What follows belongs to an exercise in optimizing a design on an open flow for small area, a short achievable clock period and few clock cycles per item; a production flow would make more cautious choices.
The RTL was checked by simulation tests, not by an equivalence proof against the original design.
No activity file was given, so power comes from the tool's default toggle rates.

## flow/design.v (module list and top-level ports; edited modules follow where they fit)
// module tpu_dot4: 514 lines
// module tpu_top: 127 lines
module tpu_top
(
    input  logic        clk,
    input  logic        rst,
    input  logic        psel,
    input  logic        penable,
    input  logic        pwrite,
    input  logic [7:0]  paddr,
    input  logic [31:0] pwdata,
    output logic [31:0] prdata,
    output logic        pready,
    output logic        pslverr
);
  // ...
==> flow/run.sh <==
#!/bin/bash
# synth_recipe.tcl (not shown) runs the flow's synth.tcl, then flattens the netlist and writes it again
# the make line also repeats each setting of config.mk as NAME=value (left out here)
make -C /OpenROAD-flow-scripts/flow DESIGN_CONFIG=/design/flow/config.mk WORK_HOME=/design/flow/orfs CLKGATE_MAP_FILE= SYNTH_SCRIPT=/design/flow/synth_recipe.tcl finish
==> flow/config.mk <==
export PLATFORM = sky130hd
export DESIGN_NAME = tpu_top
export DESIGN_NICKNAME = tpu_top
export VERILOG_FILES = /design/flow/design.v
export SDC_FILE = /design/flow/constraint.sdc
export NUM_CORES = 4
export LEC_CHECK = 0
export CAP_MARGIN = 20
export CORE_MARGIN = 2
export CORE_UTILIZATION = 40
export SLEW_MARGIN = 20
==> flow/constraint.sdc <==
create_clock -name core_clock -period 10.0 [get_ports {clk}]
set_input_delay 2.0000 -clock core_clock [delete_from_list [all_inputs] [get_ports {clk}]]
set_output_delay 2.0000 -clock core_clock [all_outputs]
set_load 0.01 [all_outputs]
==> impl_metrics.tcl, run 1 <==
set metrics [dict create \
    clk_pin_slew_ps 60 \
    firstDrtPassIters 12 \
    post_cts_buffers 0 \
    gp_congestion 0.956 \
    worstMarginPinSlew_ps 1160 \
    path_buf_inv 5 \
    regArea_sq_mm 0.00855 \
    cp_max_fo 33 \
    syn_avg_cell_area_sq_um 8.46 \
    layout_commonest_cell "nand2_1" \
    period_share_pct 71.4 \
    setup_slack_ps 2860 \
    inv_count 189 \
    reg_top3 "feat (128), wgt (128), res (112)" \
    ys_seq_elements 427 \
    start_util_pct 40.4 \
    nClkBuffers 67 \
    cp.arrival_ps 7610 \
    end_kind "register" \
    via_per_inst 6.19 \
    synth_common_cells "nand2_1, dfxtp_1, a21oi_1" \
    fp.dieW_microns 265 \
    taps 873 \
    cts_tree "yes" \
    met3WireLength_microns 12400 \
    cts_sinks 427 \
    final_cells 4061 \
    antenna_left 0 \
    postCtsHoldBufs 0 \
    area_growth_pct 10.4 \
    synth_area_leaders "dfxtp_1, fa_1, nand2_1" \
    hold_end "o2[1]$_DFF_P_" \
    grt_use_met1_pct 39.6 \
    synth_seq_area_share_pct 31.4 \
    rsz0062_at_grt "false" \
    cp.required_ps 10470 \
    irDropWorstVdd_mv 0.107 \
    status "no timing/DRC/antenna violations" \
    crit_cells 16 \
]
Testbench counts, summed over its fixed seeds: cycles 17,472, jobs 192.
==> module tpu_top, before the edit <==
module tpu_top
(
    input  logic        clk,
    input  logic        rst,
    input  logic        psel,
    input  logic        penable,
    input  logic        pwrite,
    input  logic [7:0]  paddr,
    input  logic [31:0] pwdata,
    output logic [31:0] prdata,
    output logic        pready,
    output logic        pslverr
);
    logic [7:0] feat [16];
    logic [7:0] wgt  [16];
    logic [6:0] res  [16];
    logic       busy;
    logic       done;
    logic [3:0] idx;
    logic       aligned, is_ctrl, is_status, is_feat, is_wgt, is_res, mapped;
    assign idx       = paddr[5:2];
    assign aligned   = (paddr[1:0] == 2'b00);
    assign is_ctrl   = (paddr == 8'h00);
    assign is_status = (paddr == 8'h04);
    assign is_feat   = aligned && (paddr[7:6] == 2'd1);
    assign is_wgt    = aligned && (paddr[7:6] == 2'd2);
    assign is_res    = aligned && (paddr[7:6] == 2'd3);
    assign mapped    = is_ctrl || is_status || is_feat || is_wgt || is_res;
    logic [3:0]  t1;         
    logic [3:0]  o2;         
    logic        v2;         
    logic        last2;      
    logic [3:0]  wc;         
    logic [17:0] cs0, cs1;   
    logic [17:0] p0, p1;     
    logic [17:0] sum;
    logic [6:0]  act;
    tpu_dot4 i_dot (
        .a0 (feat[{t1[3:2], 2'd0}]), .a1 (feat[{t1[3:2], 2'd1}]),
        .a2 (feat[{t1[3:2], 2'd2}]), .a3 (feat[{t1[3:2], 2'd3}]),
        .w0 (wgt[{2'd0, t1[1:0]}]),  .w1 (wgt[{2'd1, t1[1:0]}]),
        .w2 (wgt[{2'd2, t1[1:0]}]),  .w3 (wgt[{2'd3, t1[1:0]}]),
        .r0 (cs0),
        .r1 (cs1)
    );
    assign sum = p0 + p1 + 18'h20000;
    assign act = sum[17] ? 7'd0 : (|sum[16:7]) ? 7'd127 : sum[6:0];
    logic setup, access;
    logic busy_nx, done_nx;    
    logic err_setup;           
    logic err_acc;             
    logic go_setup;            
    logic go;                  
    logic we_feat, we_wgt;
    assign setup   = psel && !penable;
    assign access  = psel && penable;
    assign busy_nx = busy && !last2;
    assign done_nx = done || last2;
    always_comb begin
        err_setup = !mapped || (pwrite && (is_status || is_res))
                 || (pwrite && busy_nx && (is_feat || is_wgt || (is_ctrl && pwdata[0])));
        err_acc   = !mapped || (pwrite && (is_status || is_res))
                 || (pwrite && busy && (is_feat || is_wgt || (is_ctrl && pwdata[0])));
    end
    assign go_setup = setup && pwrite && is_ctrl && pwdata[0] && !busy_nx;
    assign go       = access && pwrite && is_ctrl && pwdata[0] && !busy;
    assign we_feat  = access && pwrite && is_feat && !busy;
    assign we_wgt   = access && pwrite && is_wgt && !busy;
    logic [7:0] rd;
    logic [6:0] res_rd;
    assign res_rd = (v2 && o2 == idx) ? act : res[idx];
    always_comb begin
        rd = 8'd0;
        if (err_setup) rd = 8'd0;
        else if (is_status) rd = {6'd0, done_nx, busy_nx};
        else if (is_feat) rd = feat[idx];
        else if (is_wgt) rd = wgt[idx];
        else if (is_res) rd = {1'b0, res_rd};
    end
    logic [7:0] rd_q;
    logic       err_q;
    always_ff @(posedge clk) begin
        rd_q  <= rd;
        err_q <= err_setup;
    end
    assign prdata  = {{24{rd_q[7]}}, rd_q};
    assign pslverr = err_q;
    assign pready  = 1'b1;
    always_ff @(posedge clk) begin
        for (int e = 0; e < 16; e++) begin
            if (rst) feat[e] <= 8'd0;
            else if (we_feat && idx == 4'(e)) feat[e] <= pwdata[7:0];
            if (rst) wgt[e] <= 8'd0;
            else if (we_wgt && idx == 4'(e)) wgt[e] <= pwdata[7:0];
            if (rst) res[e] <= 7'd0;
            else if (v2 && o2 == 4'(e)) res[e] <= act;
        end
    end
    always_ff @(posedge clk) begin
        if (rst) begin
            busy  <= 1'b0;
            done  <= 1'b0;
            wc    <= 4'd0;
            v2    <= 1'b0;
            last2 <= 1'b0;
        end else begin
            if (go) begin
                busy <= 1'b1;
                done <= 1'b0;
            end else if (last2) begin
                busy <= 1'b0;
                done <= 1'b1;
            end
            if (go_setup) wc <= 4'd15;
            else if (wc != 4'd0) wc <= wc - 4'd1;
            v2    <= go_setup || (wc != 4'd0);
            last2 <= (wc == 4'd1);
        end
    end
    always_ff @(posedge clk) begin
        if (rst) t1 <= 4'd0;
        else t1 <= t1 + 4'd1;
        o2 <= t1;
        p0 <= cs0;
        p1 <= cs1;
    end
endmodule
==> run 2, diff against run 1 <==
--- a/flow/design.v
+++ b/flow/design.v
@@ -9,3 +9,3 @@
 `timescale 1ns/1ps
-module tpu_dot4
+module tpu_dot4_a
 (
@@ -13,4 +13,3 @@
     input  logic [7:0]  w0, w1, w2, w3,
-    output logic [17:0] r0,
-    output logic [17:0] r1
+    output logic [63:0] m
 );
@@ -422,101 +421,172 @@
     wire c406 = (c344 & c346) | (c344 & c348) | (c346 & c348);
-    wire s407 = (a0[0] & w0[0]) ^ (a1[0] & w1[0]);
-    wire c408 = (a0[0] & w0[0]) & (a1[0] & w1[0]);
-    wire s409 = (a3[0] & w3[1]) ^ (a3[1] & w3[0]) ^ s277;
-    wire c410 = ((a3[0] & w3[1]) & (a3[1] & w3[0])) | ((a3[0] & w3[1]) & s277) | ((a3[1] & w3[0]) & s277);
-    wire s411 = c278 ^ s355 ^ s357;
-    wire c412 = (c278 & s355) | (c278 & s357) | (s355 & s357);
-    wire s413 = s359 ^ s361 ^ c356;
-    wire c414 = (s359 & s361) | (s359 & c356) | (s361 & c356);
-    wire s415 = s363 ^ s365 ^ c360;
-    wire c416 = (s363 & s365) | (s363 & c360) | (s365 & c360);
-    wire s417 = s367 ^ s369 ^ c364;
-    wire c418 = (s367 & s369) | (s367 & c364) | (s369 & c364);
-    wire s419 = s371 ^ s373 ^ c368;
-    wire c420 = (s371 & s373) | (s371 & c368) | (s373 & c368);
-    wire s421 = s375 ^ s377 ^ c372;
-    wire c422 = (s375 & s377) | (s375 & c372) | (s377 & c372);
-    wire s423 = s379 ^ s381 ^ c376;
-    wire c424 = (s379 & s381) | (s379 & c376) | (s381 & c376);
-    wire s425 = s383 ^ s385 ^ c380;
-    wire c426 = (s383 & s385) | (s383 & c380) | (s385 & c380);
-    wire s427 = s387 ^ s389 ^ c384;
-    wire c428 = (s387 & s389) | (s387 & c384) | (s389 & c384);
-    wire s429 = s391 ^ s393 ^ c388;
-    wire c430 = (s391 & s393) | (s391 & c388) | (s393 & c388);
-    wire s431 = s395 ^ s397 ^ c392;
-    wire c432 = (s395 & s397) | (s395 & c392) | (s397 & c392);
-    wire s433 = s399 ^ s401 ^ c396;
-    wire c434 = (s399 & s401) | (s399 & c396) | (s401 & c396);
-    wire s435 = s403 ^ s405 ^ c400;
-    wire c436 = (s403 & s405) | (s403 & c400) | (s405 & c400);
-    wire s437 = c350 ^ c352 ^ c404;
-    wire c438 = (c350 & c352) | (c350 & c404) | (c352 & c404);
-    wire s439 = (a2[0] & w2[0]) ^ (a3[0] & w3[0]);
-    wire c440 = (a2[0] & w2[0]) & (a3[0] & w3[0]);
-    wire s441 = s353 ^ s409 ^ c408;
-    wire c442 = (s353 & s409) | (s353 & c408) | (s409 & c408);
-    wire s443 = c354 ^ s411 ^ c410;
-    wire c444 = (c354 & s411) | (c354 & c410) | (s411 & c410);
-    wire s445 = c358 ^ s413 ^ c412;
-    wire c446 = (c358 & s413) | (c358 & c412) | (s413 & c412);
-    wire s447 = c362 ^ s415 ^ c414;
-    wire c448 = (c362 & s415) | (c362 & c414) | (s415 & c414);
-    wire s449 = c366 ^ s417 ^ c416;
-    wire c450 = (c366 & s417) | (c366 & c416) | (s417 & c416);
-    wire s451 = c370 ^ s419 ^ c418;
-    wire c452 = (c370 & s419) | (c370 & c418) | (s419 & c418);
-    wire s453 = c374 ^ s421 ^ c420;
-    wire c454 = (c374 & s421) | (c374 & c420) | (s421 & c420);
-    wire s455 = c378 ^ s423 ^ c422;
-    wire c456 = (c378 & s423) | (c378 & c422) | (s423 & c422);
-    wire s457 = c382 ^ s425 ^ c424;
-    wire c458 = (c382 & s425) | (c382 & c424) | (s425 & c424);
-    wire s459 = c386 ^ s427 ^ c426;
-    wire c460 = (c386 & s427) | (c386 & c426) | (s427 & c426);
-    wire s461 = c390 ^ s429 ^ c428;
-    wire c462 = (c390 & s429) | (c390 & c428) | (s429 & c428);
-    wire s463 = c394 ^ s431 ^ c430;
-    wire c464 = (c394 & s431) | (c394 & c430) | (s431 & c430);
-    wire s465 = c398 ^ s433 ^ c432;
-    wire c466 = (c398 & s433) | (c398 & c432) | (s433 & c432);
-    wire s467 = c402 ^ s435 ^ c434;
-    wire c468 = (c402 & s435) | (c402 & c434) | (s435 & c434);
-    wire s469 = c406 ^ s437 ^ c436;
-    wire c470 = (c406 & s437) | (c406 & c436) | (s437 & c436);
+    assign m[0] = (a0[0] & w0[0]);
+    assign m[1] = (a1[0] & w1[0]);
+    assign m[2] = (a2[0] & w2[0]);
+    assign m[3] = (a3[0] & w3[0]);
+    assign m[4] = (a3[0] & w3[1]);
+    assign m[5] = (a3[1] & w3[0]);
+    assign m[6] = s277;
+    assign m[7] = s353;
+    assign m[8] = c278;
+    assign m[9] = s355;
+    assign m[10] = s357;
+    assign m[11] = c354;
+    assign m[12] = s359;
+    assign m[13] = s361;
+    assign m[14] = c356;
+    assign m[15] = c358;
+    assign m[16] = s363;
+    assign m[17] = s365;
+    assign m[18] = c360;
+    assign m[19] = c362;
+    assign m[20] = s367;
+    assign m[21] = s369;
+    assign m[22] = c364;
+    assign m[23] = c366;
+    assign m[24] = s371;
+    assign m[25] = s373;
+    assign m[26] = c368;
+    assign m[27] = c370;
+    assign m[28] = s375;
+    assign m[29] = s377;
+    assign m[30] = c372;
+    assign m[31] = c374;
+    assign m[32] = s379;
+    assign m[33] = s381;
+    assign m[34] = c376;
+    assign m[35] = c378;
+    assign m[36] = s383;
+    assign m[37] = s385;
+    assign m[38] = c380;
+    assign m[39] = c382;
+    assign m[40] = s387;
+    assign m[41] = s389;
+    assign m[42] = c384;
+    assign m[43] = c386;
+    assign m[44] = s391;
+    assign m[45] = s393;
+    assign m[46] = c388;
+    assign m[47] = c390;
+    assign m[48] = s395;
+    assign m[49] = s397;
+    assign m[50] = c392;
+    assign m[51] = c394;
+    assign m[52] = s399;
+    assign m[53] = s401;
+    assign m[54] = c396;
+    assign m[55] = c398;
+    assign m[56] = s403;
+    assign m[57] = s405;
+    assign m[58] = c400;
+    assign m[59] = c402;
+    assign m[60] = c350;
+    assign m[61] = c352;
+    assign m[62] = c404;
+    assign m[63] = c406;
+endmodule
+module tpu_dot4_b
+(
+    input  logic [63:0] m,
+    output logic [17:0] r0,
+    output logic [17:0] r1
+);
+    wire s407 = m[0] ^ m[1];
+    wire c408 = m[0] & m[1];
+    wire s409 = m[4] ^ m[5] ^ m[6];
+    wire c410 = (m[4] & m[5]) | (m[4] & m[6]) | (m[5] & m[6]);
+    wire s411 = m[8] ^ m[9] ^ m[10];
+    wire c412 = (m[8] & m[9]) | (m[8] & m[10]) | (m[9] & m[10]);
+    wire s413 = m[12] ^ m[13] ^ m[14];
+    wire c414 = (m[12] & m[13]) | (m[12] & m[14]) | (m[13] & m[14]);
+    wire s415 = m[16] ^ m[17] ^ m[18];
+    wire c416 = (m[16] & m[17]) | (m[16] & m[18]) | (m[17] & m[18]);
+    wire s417 = m[20] ^ m[21] ^ m[22];
+    wire c418 = (m[20] & m[21]) | (m[20] & m[22]) | (m[21] & m[22]);
+    wire s419 = m[24] ^ m[25] ^ m[26];
+    wire c420 = (m[24] & m[25]) | (m[24] & m[26]) | (m[25] & m[26]);
+    wire s421 = m[28] ^ m[29] ^ m[30];
+    wire c422 = (m[28] & m[29]) | (m[28] & m[30]) | (m[29] & m[30]);
+    wire s423 = m[32] ^ m[33] ^ m[34];
+    wire c424 = (m[32] & m[33]) | (m[32] & m[34]) | (m[33] & m[34]);
+    wire s425 = m[36] ^ m[37] ^ m[38];
+    wire c426 = (m[36] & m[37]) | (m[36] & m[38]) | (m[37] & m[38]);
+    wire s427 = m[40] ^ m[41] ^ m[42];
+    wire c428 = (m[40] & m[41]) | (m[40] & m[42]) | (m[41] & m[42]);
+    wire s429 = m[44] ^ m[45] ^ m[46];
+    wire c430 = (m[44] & m[45]) | (m[44] & m[46]) | (m[45] & m[46]);
+    wire s431 = m[48] ^ m[49] ^ m[50];
+    wire c432 = (m[48] & m[49]) | (m[48] & m[50]) | (m[49] & m[50]);
+    wire s433 = m[52] ^ m[53] ^ m[54];
+    wire c434 = (m[52] & m[53]) | (m[52] & m[54]) | (m[53] & m[54]);
+    wire s435 = m[56] ^ m[57] ^ m[58];
+    wire c436 = (m[56] & m[57]) | (m[56] & m[58]) | (m[57] & m[58]);
+    wire s437 = m[60] ^ m[61] ^ m[62];
+    wire c438 = (m[60] & m[61]) | (m[60] & m[62]) | (m[61] & m[62]);
+    wire s439 = m[2] ^ m[3];
+    wire c440 = m[2] & m[3];
+    wire s441 = m[7] ^ s409 ^ c408;
+    wire c442 = (m[7] & s409) | (m[7] & c408) | (s409 & c408);
+    wire s443 = m[11] ^ s411 ^ c410;
+    wire c444 = (m[11] & s411) | (m[11] & c410) | (s411 & c410);
+    wire s445 = m[15] ^ s413 ^ c412;
+    wire c446 = (m[15] & s413) | (m[15] & c412) | (s413 & c412);
+    wire s447 = m[19] ^ s415 ^ c414;
+    wire c448 = (m[19] & s415) | (m[19] & c414) | (s415 & c414);
+    wire s449 = m[23] ^ s417 ^ c416;
+    wire c450 = (m[23] & s417) | (m[23] & c416) | (s417 & c416);
+    wire s451 = m[27] ^ s419 ^ c418;
+    wire c452 = (m[27] & s419) | (m[27] & c418) | (s419 & c418);
+    wire s453 = m[31] ^ s421 ^ c420;
+    wire c454 = (m[31] & s421) | (m[31] & c420) | (s421 & c420);
+    wire s455 = m[35] ^ s423 ^ c422;
+    wire c456 = (m[35] & s423) | (m[35] & c422) | (s423 & c422);
+    wire s457 = m[39] ^ s425 ^ c424;
+    wire c458 = (m[39] & s425) | (m[39] & c424) | (s425 & c424);
+    wire s459 = m[43] ^ s427 ^ c426;
+    wire c460 = (m[43] & s427) | (m[43] & c426) | (s427 & c426);
+    wire s461 = m[47] ^ s429 ^ c428;
+    wire c462 = (m[47] & s429) | (m[47] & c428) | (s429 & c428);
+    wire s463 = m[51] ^ s431 ^ c430;
+    wire c464 = (m[51] & s431) | (m[51] & c430) | (s431 & c430);
+    wire s465 = m[55] ^ s433 ^ c432;
+    wire c466 = (m[55] & s433) | (m[55] & c432) | (s433 & c432);
+    wire s467 = m[59] ^ s435 ^ c434;
+    wire c468 = (m[59] & s435) | (m[59] & c434) | (s435 & c434);
+    wire s469 = m[63] ^ s437 ^ c436;
+    wire c470 = (m[63] & s437) | (m[63] & c436) | (s437 & c436);
     assign r0[0] = s407;
-    assign r0[1] = s441;
-    assign r0[2] = s443;
-    assign r0[3] = s445;
-    assign r0[4] = s447;
-    assign r0[5] = s449;
-    assign r0[6] = s451;
-    assign r0[7] = s453;
-    assign r0[8] = s455;
-    assign r0[9] = s457;
-    assign r0[10] = s459;
-    assign r0[11] = s461;
-    assign r0[12] = s463;
-    assign r0[13] = s465;
-    assign r0[14] = s467;
-    assign r0[15] = s469;
-    assign r0[16] = c438;
-    assign r0[17] = 1'b0;
     assign r1[0] = s439;
+    assign r0[1] = s441;
     assign r1[1] = c440;
+    assign r0[2] = s443;
     assign r1[2] = c442;
+    assign r0[3] = s445;
     assign r1[3] = c444;
+    assign r0[4] = s447;
     assign r1[4] = c446;
+    assign r0[5] = s449;
     assign r1[5] = c448;
+    assign r0[6] = s451;
     assign r1[6] = c450;
+    assign r0[7] = s453;
     assign r1[7] = c452;
+    assign r0[8] = s455;
     assign r1[8] = c454;
+    assign r0[9] = s457;
     assign r1[9] = c456;
+    assign r0[10] = s459;
     assign r1[10] = c458;
+    assign r0[11] = s461;
     assign r1[11] = c460;
+    assign r0[12] = s463;
     assign r1[12] = c462;
+    assign r0[13] = s465;
     assign r1[13] = c464;
+    assign r0[14] = s467;
     assign r1[14] = c466;
+    assign r0[15] = s469;
     assign r1[15] = c468;
+    assign r0[16] = c438;
     assign r1[16] = c470;
+    assign r0[17] = 1'b0;
     assign r1[17] = 1'b0;
@@ -537,7 +607,13 @@
 );
-    logic [7:0] feat [16];
-    logic [7:0] wgt  [16];
-    logic [6:0] res  [16];
+    localparam int MW = 64;   
+    logic [7:0] feat [16];       
+    logic [7:0] wq   [4][4];     
+    logic [6:0] res  [16];       
+    logic       res_ok;          
     logic       busy;
     logic       done;
+    logic       go_q;            
+    logic       wact;            
+    logic [3:0] wcnt;            
+    logic [3:0] t;               
     logic [3:0] idx;
@@ -552,58 +628,76 @@
     assign mapped    = is_ctrl || is_status || is_feat || is_wgt || is_res;
-    logic [3:0]  t1;         
-    logic [3:0]  o2;         
-    logic        v2;         
-    logic        last2;      
-    logic [3:0]  wc;         
-    logic [17:0] cs0, cs1;   
-    logic [17:0] p0, p1;     
-    logic [17:0] sum;
-    logic [6:0]  act;
-    tpu_dot4 i_dot (
-        .a0 (feat[{t1[3:2], 2'd0}]), .a1 (feat[{t1[3:2], 2'd1}]),
-        .a2 (feat[{t1[3:2], 2'd2}]), .a3 (feat[{t1[3:2], 2'd3}]),
-        .w0 (wgt[{2'd0, t1[1:0]}]),  .w1 (wgt[{2'd1, t1[1:0]}]),
-        .w2 (wgt[{2'd2, t1[1:0]}]),  .w3 (wgt[{2'd3, t1[1:0]}]),
-        .r0 (cs0),
-        .r1 (cs1)
+    logic [7:0]    arow [4];     
+    logic [MW-1:0] m, mq;
+    logic [17:0]   r0, r1, sum;
+    logic [6:0]    act, act_q;
+    logic [6:0]    act_w;        
+    logic          pz1, pz2, pz3;   
+    logic [3:0]    e3;           
+    logic          res_we;       
+    tpu_dot4_a i_dot_a (
+        .a0 (arow[0]),  .a1 (arow[1]),  .a2 (arow[2]),  .a3 (arow[3]),
+        .w0 (wq[0][0]), .w1 (wq[1][0]), .w2 (wq[2][0]), .w3 (wq[3][0]),
+        .m  (m)
+    );
+    tpu_dot4_b i_dot_b (
+        .m  (mq),
+        .r0 (r0),
+        .r1 (r1)
     );
-    assign sum = p0 + p1 + 18'h20000;
-    assign act = sum[17] ? 7'd0 : (|sum[16:7]) ? 7'd127 : sum[6:0];
-    logic setup, access;
+    assign sum    = r0 + r1 + 18'h20000;
+    assign act    = sum[17] ? 7'd0 : (|sum[16:7]) ? 7'd127 : sum[6:0];
+    assign act_w  = pz3 ? 7'd0 : act_q;
+    assign e3     = t - 4'd3;
+    assign res_we = wact;
+    logic fin;                 
     logic busy_nx, done_nx;    
     logic err_setup;           
-    logic err_acc;             
-    logic go_setup;            
-    logic go;                  
-    logic we_feat, we_wgt;
+    assign fin     = wact && (wcnt == 4'd15);
+    assign busy_nx = busy && !fin;
+    assign done_nx = done || fin;
+    assign err_setup = !mapped || (pwrite && (is_status || is_res))
+                    || (pwrite && busy_nx && (is_feat || is_wgt || (is_ctrl && pwdata[0])));
+    logic       setup, wr_ok, go_s, we_feat, we_wgt;
+    logic [1:0] wcol_wr;         
     assign setup   = psel && !penable;
-    assign access  = psel && penable;
-    assign busy_nx = busy && !last2;
-    assign done_nx = done || last2;
+    assign wr_ok   = setup && pwrite && aligned && !busy_nx;
+    assign go_s    = setup && pwrite && is_ctrl && pwdata[0] && !busy_nx;
+    assign we_feat = wr_ok && (paddr[7:6] == 2'd1);
+    assign we_wgt  = wr_ok && (paddr[7:6] == 2'd2);
+    assign wcol_wr = paddr[3:2] - t[1:0];
+    logic [7:0] pa_q;            
+    always_ff @(posedge clk) pa_q <= paddr;
+    logic [6:0] rd_r;
+    logic [7:0] rd_fast;
     always_comb begin
-        err_setup = !mapped || (pwrite && (is_status || is_res))
-                 || (pwrite && busy_nx && (is_feat || is_wgt || (is_ctrl && pwdata[0])));
-        err_acc   = !mapped || (pwrite && (is_status || is_res))
-                 || (pwrite && busy && (is_feat || is_wgt || (is_ctrl && pwdata[0])));
+        rd_r = 7'd0;
+        for (int q = 0; q < 16; q++) begin
+            if (idx == 4'(t - 4'd4 - 4'(q))) rd_r = rd_r | res[q];
+        end
+        if (res_we && e3 == idx) rd_r = act_w;
+        rd_fast = ({8{is_res && res_ok}} & {1'b0, rd_r})
+                | ({8{is_status}} & {6'd0, done_nx, busy_nx});
     end
-    assign go_setup = setup && pwrite && is_ctrl && pwdata[0] && !busy_nx;
-    assign go       = access && pwrite && is_ctrl && pwdata[0] && !busy;
-    assign we_feat  = access && pwrite && is_feat && !busy;
-    assign we_wgt   = access && pwrite && is_wgt && !busy;
-    logic [7:0] rd;
-    logic [6:0] res_rd;
-    assign res_rd = (v2 && o2 == idx) ? act : res[idx];
+    logic [1:0] lc [4];          
+    logic [7:0] rd_w;
+    logic [7:0] rd_slow;
     always_comb begin
-        rd = 8'd0;
-        if (err_setup) rd = 8'd0;
-        else if (is_status) rd = {6'd0, done_nx, busy_nx};
-        else if (is_feat) rd = feat[idx];
-        else if (is_wgt) rd = wgt[idx];
-        else if (is_res) rd = {1'b0, res_rd};
+        for (int c = 0; c < 4; c++) lc[c] = 2'(c) + t[1:0] - 2'd1;
+        rd_w = 8'd0;
+        for (int k = 0; k < 4; k++) begin
+            for (int c = 0; c < 4; c++) begin
+                if (pa_q[5:4] == 2'(k) && pa_q[3:2] == lc[c]) rd_w = rd_w | wq[k][c];
+            end
+        end
+        rd_slow = pa_q[7] ? rd_w : feat[pa_q[5:2]];
     end
+    logic       op_rd;           
     logic [7:0] rd_q;
     logic       err_q;
+    logic       rdy_q;
+    assign op_rd = !pwrite && aligned && (paddr[7:6] == 2'd1 || paddr[7:6] == 2'd2);
     always_ff @(posedge clk) begin
-        rd_q  <= rd;
+        rd_q  <= rdy_q ? rd_fast : rd_slow;
         err_q <= err_setup;
+        rdy_q <= !(psel && !penable && op_rd);
     end
@@ -611,3 +705,3 @@
     assign pslverr = err_q;
-    assign pready  = 1'b1;
+    assign pready  = rdy_q;
     always_ff @(posedge clk) begin
@@ -616,6 +710,9 @@
             else if (we_feat && idx == 4'(e)) feat[e] <= pwdata[7:0];
-            if (rst) wgt[e] <= 8'd0;
-            else if (we_wgt && idx == 4'(e)) wgt[e] <= pwdata[7:0];
-            if (rst) res[e] <= 7'd0;
-            else if (v2 && o2 == 4'(e)) res[e] <= act;
+        end
+        for (int k = 0; k < 4; k++) begin
+            for (int c = 0; c < 4; c++) begin
+                if (rst) wq[k][c] <= 8'd0;
+                else if (we_wgt && paddr[5:4] == 2'(k) && wcol_wr == 2'(c)) wq[k][c] <= pwdata[7:0];
+                else wq[k][c] <= wq[k][(c + 1) % 4];
+            end
         end
@@ -624,19 +721,27 @@
         if (rst) begin
-            busy  <= 1'b0;
-            done  <= 1'b0;
-            wc    <= 4'd0;
-            v2    <= 1'b0;
-            last2 <= 1'b0;
+            busy   <= 1'b0;
+            done   <= 1'b0;
+            res_ok <= 1'b0;
+            go_q   <= 1'b0;
+            wact   <= 1'b0;
+            wcnt   <= 4'd0;
+            t      <= 4'd0;
         end else begin
-            if (go) begin
+            go_q <= go_s;
+            if (go_q) begin
                 busy <= 1'b1;
                 done <= 1'b0;
-            end else if (last2) begin
-                busy <= 1'b0;
-                done <= 1'b1;
+            end else if (fin) begin
+                busy   <= 1'b0;
+                done   <= 1'b1;
+                res_ok <= 1'b1;
+            end
+            if (go_s) begin
+                wact <= 1'b1;
+                wcnt <= 4'd0;
+            end else if (wact) begin
+                if (wcnt == 4'd15) wact <= 1'b0;
+                wcnt <= wcnt + 4'd1;
             end
-            if (go_setup) wc <= 4'd15;
-            else if (wc != 4'd0) wc <= wc - 4'd1;
-            v2    <= go_setup || (wc != 4'd0);
-            last2 <= (wc == 4'd1);
+            t <= t + 4'd1;
         end
@@ -644,7 +749,15 @@
     always_ff @(posedge clk) begin
-        if (rst) t1 <= 4'd0;
-        else t1 <= t1 + 4'd1;
-        o2 <= t1;
-        p0 <= cs0;
-        p1 <= cs1;
+        res[0] <= res_we ? act_w : res[15];
+        for (int q = 1; q < 16; q++) res[q] <= res[q-1];
+    end
+    always_ff @(posedge clk) begin
+        for (int k = 0; k < 4; k++) begin
+            if (we_feat && idx == {t[3:2], 2'(k)}) arow[k] <= pwdata[7:0];
+            else arow[k] <= feat[{t[3:2], 2'(k)}];
+        end
+        mq    <= m;
+        act_q <= act;
+        pz1   <= rst;
+        pz2   <= pz1 || rst;
+        pz3   <= pz2;
     end
==> flow/flow/run.sh (new file) <==
#!/bin/bash
set -euo pipefail
bash standard.sh SETUP_SLACK_MARGIN=6.5 finish > flow_make.log 2>&1
==> flow/standard.sh (new file) <==
#!/bin/bash
# synth_recipe.tcl (not shown) runs the flow's synth.tcl, then flattens the netlist and writes it again
# the make line also repeats each setting of config.mk as NAME=value (left out here)
make -C /OpenROAD-flow-scripts/flow DESIGN_CONFIG=/design/flow/config.mk WORK_HOME=/design/flow/orfs CLKGATE_MAP_FILE= SYNTH_SCRIPT=/design/flow/synth_recipe.tcl "${@:-finish}"
--- a/flow/config.mk
+++ b/flow/config.mk
@@ -9,3 +9,3 @@
 export CORE_MARGIN = 2
-export CORE_UTILIZATION = 40
+export CORE_UTILIZATION = 55
 export SLEW_MARGIN = 20
removed: flow/run.sh
==> impl_metrics.tcl, run 2 <==
set metrics [dict create \
    cts_made_buffers 54 \
    hp-class "register to register" \
    path_class "register to register" \
    root_buffer "clkbuf_16" \
    start_util_pct 55.6 \
    gp_congestion 0.929 \
    cts_max_path_buffers 3 \
    avgRoutedWirePerCell_microns 24.5 \
    final_cell_mix "dfxtp_1, nand2_1, a21oi_1" \
    cp.arrival_ps 4320 \
    die_h_microns 226 \
    num_vias 22900 \
    first_iter_violations 2946 \
    layout_commonest_cell "dfxtp_1" \
    synth_common_cells "dfxtp_1, nand2_1, a21oi_1" \
    grt_pass1_vias 22400 \
    ys.flop_type "dfxtp_1" \
    yosysTopAreaCellShare_pct 37.0 \
    grt_pass1_wl_microns 136000 \
    final_max_slew_viol_count 0 \
    postCtsHoldBufs 0 \
    synth.most_common_cell "dfxtp_1" \
    worstSkewPairLatency_ps 640 \
    layout-drive-gt1-share_pct 14.9 \
    dpl.hpwl_microns 60500 \
    fin_crit_ps 3820 \
    io_pins 79 \
    period_share_pct 38.2 \
    synth_area_sq_mm 0.0272 \
    fin_area_sq_mm 0.0320 \
    fin_nets 3340 \
    rr_startpoint "mq[12]$_DFF_P_" \
    worstMarginPinSlew_ps 1090 \
    synth_seq_area_share_pct 37.0 \
    synth_edf_count 0 \
    antenna_left 0 \
    ys_seq_elements 502 \
    ys_warn_count 11 \
    fill_cells 4114 \
    synth_nets 3287 \
    setup_viol 0 \
    r2r_slack_ps 6180 \
    min_from "pz2$_DFF_P_" \
    cts_sinks 502 \
    grtUsageTotal_pct 35.6 \
    rsz0062_at_grt "true" \
    cp_max_fo 5 \
    fp.dieW_microns 226 \
    status "no timing/DRC/antenna violations" \
    synth_cells 2972 \
    synthDistinctLibCells 83 \
    end_kind "register" \
    area_growth_pct 17.7 \
    cts.htree.levels 2 \
    cp.required_ps 10510 \
    via_per_inst 6.13 \
    setup_tns_ps 0 \
    synth_area_leaders "dfxtp_1, fa_1, nand2_1" \
    synthArstFlopShare_pct 0 \
    core_area_sq_mm 0.0488 \
    yosysTopAreaCell "dfxtp_1" \
    cap_violations 0 \
    clk_pin_slew_ps 60 \
    worst_setup_path_start_kind "register" \
    pwr_density_cell_mw_per_mm2 144 \
    firstDrtPassIters 8 \
    finalHoldViolCount 0 \
    crit_start "mq[12]$_DFF_P_" \
    drc 0 \
    timing.fmax_ghz 0.262 \
    relSlewSlack_pct 26.9 \
    syn_avg_cell_area_sq_um 9.14 \
    grt_max_degree 112 \
    die-area_sq_mm 0.0512 \
    leakagePower_nw 12.8 \
    reg_top3 "feat (128), wq (128), res (112)" \
    std_cell_rows 81 \
    cts_tree "yes" \
    routed_wl_microns 91500 \
    antenna_found_initial 3 \
    io_buffer_count 54 \
    grt_overflow_total 0 \
    fin_skew_ps 33.0 \
    irDropWorstVdd_mv 0.152 \
    place_area_sq_mm 0.0281 \
]
==> run 2: critical path, cell delays in order, from the launching register on <==
cell	delay (ps)
dfxtp_1	310
fa_1	520
fa_1	490
ha_1	420
and3_1	240
a221oi_4	90
buf_12	150
buf_6	110
a211o_1	270
a32oi_2	220
mux2i_2	320
nor4_4	80
buf_6	150
a31oi_4	320
==> run 2: worst paths after layout <==
check | cells after the start | end
setup / recovery | 13 | act_q[0]$_SDFF_PN0_
hold / removal | 0 | pz3$_DFF_P_
setup reg to reg | 13 | act_q[0]$_SDFF_PN0_
hold reg to reg | 0 | pz3$_DFF_P_
==> run 2: area by class of cell <==
class | count | area [sq um] | area share (%)
Multi-Input combinational cell | 2054 | 16100 | 50.5
Antenna cell | 3 | 7.51 | 0.0235
Inverter | 206 | 800 | 2.50
Clock inverter | 25 | 327 | 1.02
Timing Repair Buffer | 207 | 2110 | 6.61
Tap cell | 664 | 831 | 2.60
Sequential cell | 502 | 10200 | 31.8
Clock buffer | 75 | 1580 | 4.94
==> run 2: where the power goes <==
group          total (W)  switching [W]  internal, W  leakage [nW]
clock network    0.00213       0.000862      0.00126         0.941
logic           0.000414       0.000273     0.000141          7.82
registers        0.00206      0.0000480      0.00202          4.08
total            0.00460        0.00118      0.00342          12.8
==> run 2: repair_timing <==
item	in CTS	in global routing
resized for setup	204	105
buffers inserted	71	31
gates cloned	4	2
setup endpoints to repair	355	249
pin swaps	40	31
==> run 2: stage by stage <==
step	setup WS (ps)	std cells	power [W]	hold slack (ps)	utilization (%)
2_1_floorplan	6430	2972	0.00229	310	-
3_3_place_gp	4840	3525	0.00243	317	57.6
3_5_place_dp	4870	3525	0.00243	317	57.6
4_1_cts	6200	3700	0.00459	338	64.3
5_1_grt	6080	3734	0.00472	355	65.5
6_report	6180	3736	0.00460	337	65.5
==> run 2: kinds of logic after synthesis <==
family	synth area share, %
and+or+nand+nor	17.9
AOI/OAI and AO/OA	13.6
DFF	37.0
buffers and inverters	6.27
adders and majority gates	18.6
muxes	5.16
xor gates and xnor gates	1.58
==> run 2: routing by layer <==
layer  track usage [%]  share of wire [%]  up-vias
met1              47.1                 39    11200
met4              17.3                5.2        4
met2              56.2                 46     1284
met5                 0              0.025        -
met3              6.61                 10      314
li1                  -                  -    10100
Testbench counts of run 2, summed over its fixed seeds: cycles 17,472, jobs 192.
==> run 3, diff against run 2 <==
==> flow/run.sh (new file) <==
#!/bin/bash
# synth_recipe.tcl (not shown) runs the flow's synth.tcl, then flattens the netlist and writes it again
# the make line also repeats each setting of config.mk as NAME=value (left out here)
make -C /OpenROAD-flow-scripts/flow DESIGN_CONFIG=/design/flow/config.mk WORK_HOME=/design/flow/orfs CLKGATE_MAP_FILE= SYNTH_SCRIPT=/design/flow/synth_recipe.tcl finish
--- a/flow/config.mk
+++ b/flow/config.mk
@@ -7,2 +7,3 @@
 export LEC_CHECK = 0
+export ABC_CLOCK_PERIOD_IN_PS = 3400
 export CAP_MARGIN = 20
@@ -10,2 +11,3 @@
 export CORE_UTILIZATION = 55
+export SETUP_SLACK_MARGIN = 5
 export SLEW_MARGIN = 20
removed: flow/flow/run.sh
removed: flow/standard.sh
==> impl_metrics.tcl, run 3 <==
set metrics [dict create \
    grt_pass1_wl_microns 132000 \
    cp_max_fo 12 \
    crit_start "paddr[2]" \
    leakagePower_nw 11.6 \
    synth_edf_count 0 \
    final_cell_mix "dfxtp_1, nand2_1, a21oi_1" \
    rsz0062_at_grt "false" \
    synth_area_leaders "dfxtp_1, fa_1, nand2_1" \
    cp.arrival_ps 5300 \
    avgRoutedWirePerCell_microns 24.2 \
    fin_skew_ps 40.8 \
    std_cell_rows 81 \
    ys_seq_elements 502 \
    cts_tree "yes" \
    cts.htree.levels 2 \
    reg2reg_depth 10 \
    ys.flop_type "dfxtp_1" \
    grt_pass1_vias 21500 \
    fin_nets 3231 \
    postCtsHoldBufs 0 \
    worstSkewPairLatency_ps 640 \
    root_buffer "clkbuf_16" \
    first_iter_violations 2770 \
    die-area_sq_mm 0.0512 \
    syn_avg_cell_area_sq_um 9.14 \
    synth_seq_area_share_pct 37.0 \
    worstMarginPinSlew_ps 1090 \
    reg_top3 "feat (128), wq (128), res (112)" \
    synthArstFlopShare_pct 0 \
    dpl.hpwl_microns 61300 \
    period_share_pct 47.3 \
    yosysTopAreaCell "dfxtp_1" \
    status "no timing/DRC/antenna violations" \
    setup_tns_ps 0 \
    finalHoldViolCount 0 \
    synth_common_cells "dfxtp_1, nand2_1, a21oi_1" \
    synthDistinctLibCells 83 \
    cts_max_path_buffers 3 \
    gp_congestion 0.979 \
    rr_startpoint "mq[16]$_DFF_P_" \
    grt_overflow_total 0 \
    grtUsageTotal_pct 34.5 \
    core_area_sq_mm 0.0488 \
    io_buffer_count 54 \
    r2r_slack_ps 5380 \
    relSlewSlack_pct 27.1 \
    ys_warn_count 11 \
    hp-class "register to register" \
    crit_end "rd_q[0]$_DFF_P_" \
    cts_sinks 502 \
    synth_cells 2972 \
    path_class "primary input to register" \
    antenna_found_initial 3 \
    synth_area_sq_mm 0.0272 \
    routed_wl_microns 87600 \
    irDropWorstVdd_mv 0.156 \
    place_area_sq_mm 0.0280 \
    io_pins 79 \
    die_h_microns 226 \
    cap_violations 0 \
    grt_max_degree 105 \
    final_max_slew_viol_count 0 \
    start_util_pct 55.6 \
    fill_cells 4268 \
    cts_made_buffers 52 \
    yosysTopAreaCellShare_pct 37.0 \
    layout-drive-gt1-share_pct 6.22 \
    layout_commonest_cell "dfxtp_1" \
    clk_pin_slew_ps 60 \
    antenna_left 0 \
    firstDrtPassIters 6 \
    fp.dieW_microns 226 \
    worst_setup_path_start_kind "primary input" \
    min_from "pz2$_DFF_P_" \
    fin_area_sq_mm 0.0299 \
    end_kind "register" \
    timing.fmax_ghz 0.211 \
    synth.most_common_cell "dfxtp_1" \
    area_growth_pct 9.91 \
    via_per_inst 6.12 \
    setup_viol 0 \
    cts.repair.resized 0 \
    cp.required_ps 10570 \
    timing.rr.end "act_q[0]$_SDFF_PN0_" \
    fin_crit_ps 4730 \
    synth_nets 3287 \
    drc 0 \
    pwr_density_cell_mw_per_mm2 149 \
    post_cts_buffers 0 \
    num_vias 22200 \
]
run 3: cell counts after synthesis:
No cell type changed its count.
run 3: worst min path at each step:
stage                        endpoint  cells after the start  slack [ps]
after floorplan           pz3$_DFF_P_                      0         310
after global placement    pz3$_DFF_P_                      0         320
after detailed placement  pz3$_DFF_P_                      0         310
after CTS                 pz3$_DFF_P_                      0         330
after global routing      pz3$_DFF_P_                      0         330
final                     pz3$_DFF_P_                      0         330
run 3: logic make-up after synthesis:
kind of cell    count (synthesis)  share of synthesized area [%]
compound gates                585                           13.6
mux                           135                           5.16
buf+inv                       419                           6.27
flops                         502                           37.0
simple gates                 1025                           17.9
xor+xnor                       36                           1.58
fa+ha+maj                     270                           18.6
run 3: routing by layer:
layer / global-route usage [%] / routed length, microns
met2: 53.4 / 38700
met5: 1.76 / 142
met4: 15.2 / 4010
met3: 7.61 / 9110
met1: 46.3 / 35700
run 3: report_power, final:
part / internal, W / switching, W / total [W]
combinational: 0.0000832 / 0.000236 / 0.000319
clock: 0.00122 / 0.000856 / 0.00208
sequential: 0.00202 / 0.0000472 / 0.00207
total: 0.00333 / 0.00114 / 0.00446
run 3: metrics by stage:
| stage | util, % | power, W | std cells | hold slack (ps) | setup WS, ps |
|---|---|---|---|---|---|
| 6_report | 61.2 | 0.00446 | 3623 | 325 | 5270 |
| 3_3_place_gp | 57.4 | 0.00241 | 3526 | 316 | 4730 |
| 3_5_place_dp | 57.4 | 0.00242 | 3526 | 313 | 4680 |
| 2_1_floorplan | - | 0.00228 | 2972 | 310 | 6050 |
| 4_1_cts | 61.1 | 0.00447 | 3622 | 328 | 5330 |
| 5_1_grt | 61.1 | 0.00457 | 3622 | 334 | 5080 |
run 3: critical path, cell delays in order:
cell	delay, ps
clkdlybuf4s50_1	530
clkinv_1	320
ha_1	550
nor3b_1	470
nor2b_1	740
a221oi_1	210
nand4b_1	160
a21oi_1	70
o21ba_1	250
run 3: area by class of cell:
cell class	instances	area, sq um	area share [%]
clock buffer	76	1530	5.13
tap	664	831	2.78
clock inverter	20	320	1.07
inverter	206	773	2.59
sequential	502	10100	33.6
multi-input combinational	2051	15500	51.7
antenna	1	2.50	0.00838
timing repair buffer	103	912	3.05

[separate check: timing with driven ports]
How much do the figures lean on ideal ports? The routed layouts below were timed once more, with nothing changed but the port constraints. Step 1 assumes that a clkbuf_16 drives the clock port and a buf_2 every other input. Step 2 adds t to the input delays and takes it off the output delays; t is the mean of the earliest and latest rising clock arrival at the registers after step 1. Input paths then give back, and output paths get back, about the clock's delay inside the block. a / b / c = no drivers / after step 1 / after step 2; a / b = the first two.
| run | shift t [ns] | setup slack, ns | worst hold slack (ns) | clock arrival spread, ns | worst register clock-pin slew, ns |
|---|---|---|---|---|---|
| run 1 | 0.658 | 2.855 / 2.855 / 2.855 | 0.417 / 0.417 / 0.417 | 0.027 / 0.026 | 0.07 / 0.07 |
| run 2 | 0.682 | 6.182 / 6.182 / 5.845 | 0.337 / 0.337 / 0.337 | 0.034 / 0.033 | 0.07 / 0.07 |
| run 3 | 0.682 | 5.269 / 5.308 / 4.626 | 0.325 / 0.325 / 0.325 | 0.043 / 0.044 | 0.07 / 0.07 |
After both steps setup and hold are still met in every run listed. The setup slack of run 3, which loses most, moves by +0.039 ns with the drivers and by -0.643 ns with both steps.
